From an optimization exercise on the open Yosys and OpenROAD flow, aimed at small area, a short achievable clock period and few clock cycles per item; shortcuts taken in it are not production practice. In this exercise RTL edits were held to simulation tests only and were not proved equivalent to the original. Power is estimated from default activity; no workload was simulated.

== build 44 ==
## cnn_layer_par
module cnn_layer_par (
  input  logic         clk,
  input  logic         reset,
  input  logic         start,
  input  logic [3:0]   ch_en,
  input  logic         relu_en,
  input  logic         wt_we,
  input  logic [1:0]   wt_ch,
  input  logic [0:0]   wt_w,
  input  logic [3:0]   wt_tap,
  input  logic [15:0]  wt_data,
  input  logic         in_valid,
  output logic         in_ready,
  input  logic [63:0]  in_data,
  output logic [127:0] out_data,
  output logic [3:0]   finished
);
  logic       busy_q;      
  logic [8:0] tap_q;       
  logic       rdy_q;
  logic [3:0] en_q, fin_q;
  logic       relu_q;
  logic       first_q;     
  logic       p1_q;        
  logic       p2_q;        
  logic       clr_q;       
  logic       go, hs;
  assign go = start & ~busy_q;
  assign hs = in_valid & rdy_q & (busy_q | start);
  always_ff @(posedge clk) begin
    if (reset) begin
      busy_q  <= 1'b0;
      tap_q   <= 9'd1;
      rdy_q   <= 1'b1;
      en_q    <= '0;
      relu_q  <= 1'b0;
      fin_q   <= '0;
      first_q <= 1'b0;
      p1_q    <= 1'b0;
      p2_q    <= 1'b0;
      clr_q   <= 1'b1;
    end else begin
      clr_q   <= p2_q;
      first_q <= hs & tap_q[0];
      p1_q    <= hs & tap_q[8];
      p2_q    <= p1_q;
      if (go) begin
        busy_q <= 1'b1;
        en_q   <= ch_en;
        relu_q <= relu_en;
        fin_q  <= '0;
      end else if (p2_q) begin
        busy_q <= 1'b0;
        fin_q  <= '1;
      end else if (busy_q) begin
        fin_q  <= fin_q | ~en_q;    
      end
      if (p2_q) begin
        tap_q <= 9'd1;
        rdy_q <= 1'b1;
      end else if (hs) begin
        tap_q <= tap_q << 1;
        rdy_q <= ~tap_q[8];
      end
    end
  end
  logic [15:0] wt_q [72];
  logic        wv_q;         
  ...
==> flow/config.mk <==
export PLATFORM = sky130hd
export DESIGN_NAME = cnn_layer_par
export DESIGN_NICKNAME = cnn_layer_par
export VERILOG_FILES = /design/flow/design.v
export SDC_FILE = /design/flow/constraint.sdc
export NUM_CORES = 4
export LEC_CHECK = 0
export CAP_MARGIN = 20
export CORE_MARGIN = 2
export CORE_UTILIZATION = 55
export CTS_CLUSTER_DIAMETER = 60
export CTS_CLUSTER_SIZE = 30
export SLEW_MARGIN = 20
==> flow/constraint.sdc <==
create_clock -name core_clock -period 11.0 [get_ports {clk}]
set_input_delay 2.2000 -clock core_clock [delete_from_list [all_inputs] [get_ports {clk}]]
set_output_delay 2.2000 -clock core_clock [all_outputs]
set_load 0.01 [all_outputs]
standard.sh (not shown) runs the stock make flow with config.mk's settings and CLKGATE_MAP_FILE= SYNTH_SCRIPT=/design/flow/synth_recipe.tcl, a recipe that flattens the netlist after the stock synthesis.
==> flow/flow/run.sh <==
#!/bin/bash
set -euo pipefail
MARGIN=${MARGIN:-7.2}
bash standard.sh SETUP_SLACK_MARGIN=$MARGIN finish > standard_flow.log 2>&1
Build 44: flow completed, timing, DRC and antenna clean
Testbench counts of build 44, summed over its fixed seeds: cycles 2,816, passes 256.
Modified inputs, build 8 compared to build 44
==> flow/flow/run.sh <==
#!/bin/bash
set -euo pipefail
MARGIN=${MARGIN:-7.65}
bash standard.sh SETUP_SLACK_MARGIN=$MARGIN \
  "BUFFER_PORTS_ARGS=-buffer_cell sky130_fd_sc_hd__buf_4" finish > standard_flow.log 2>&1
## What came out
Per the final summary, build 44 finished and its layout is clean on timing, DRC and antenna. Build 8: done, clean on timing, DRC and antenna. Build 8: wire length of the first global-routing pass 3.6% above build 44. Against build 44 as the reference, build 8 delivers a higher core utilization. The number of antenna violations at the first check in global routing reported for build 8 is greater than that of build 44 by 8.
#### Input delta (build 83 over build 8)
--- a/flow/flow/run.sh
+++ b/flow/flow/run.sh
@@ -2,3 +2,3 @@
 set -euo pipefail
-MARGIN=${MARGIN:-7.65}
+MARGIN=${MARGIN:-7.5}
 bash standard.sh SETUP_SLACK_MARGIN=$MARGIN \
Findings:
Maximum number of pins on one net before global-route repair: higher on build 8
In the metrics for build 8 and build 83, the one carrying the lower total power is build 83.
Build 83 vs build 8: count of cells along the worst register-to-register path down in build 83
Count of final hold-check violations: build 83 vs build 8 — no meaningful difference
Compared with build 8, internal portion of total power in build 83 decreased slightly.
Build 83 ends up with a number of gates resized after CTS that is 23% lower than in build 8.
Lower area fraction of clock buffers and clock inverters was reported by build 8, not build 83.
Build 8 was larger in final cell area than build 83.
Clock power, build 8 and build 83: larger value in build 83
Taking build 8 as the reference, in build 83 footprint of the multi-input gates went down, via-per-instance ratio went down.

## re-timing with driven ports
The flow's constraints put no driver on any port. The routed layouts listed below were extracted and timed again, unchanged, in two steps.
Step 1: set_driving_cell puts a clkbuf_16 on clk and a buf_2 on each other input, an assumption about the parent block.
Step 2 also shifts input and output timing later by t, the mid clock arrival at the registers, as if the neighbouring blocks saw the same clock.
a / b / c = ideal / step 1 / step 2; a / b = the first two.
run | t (ns) | slack for setup (ns) | latest minus earliest clock arrival (ns) | worst slew at a driven data input, ns
build 44 | 0.955 | 7.199 / 7.196 / 6.657 | 0.065 / 0.066 | 0.10
build 8 | 0.951 | 7.340 / 7.248 / 6.582 | 0.065 / 0.064 | 0.22
build 83 | 0.956 | 7.418 / 7.328 / 6.758 | 0.070 / 0.070 | 0.15
After both steps setup and hold are still met in every run listed. The setup slack of build 8, which loses most, moves by -0.092 ns with the drivers and by -0.758 ns with both steps.
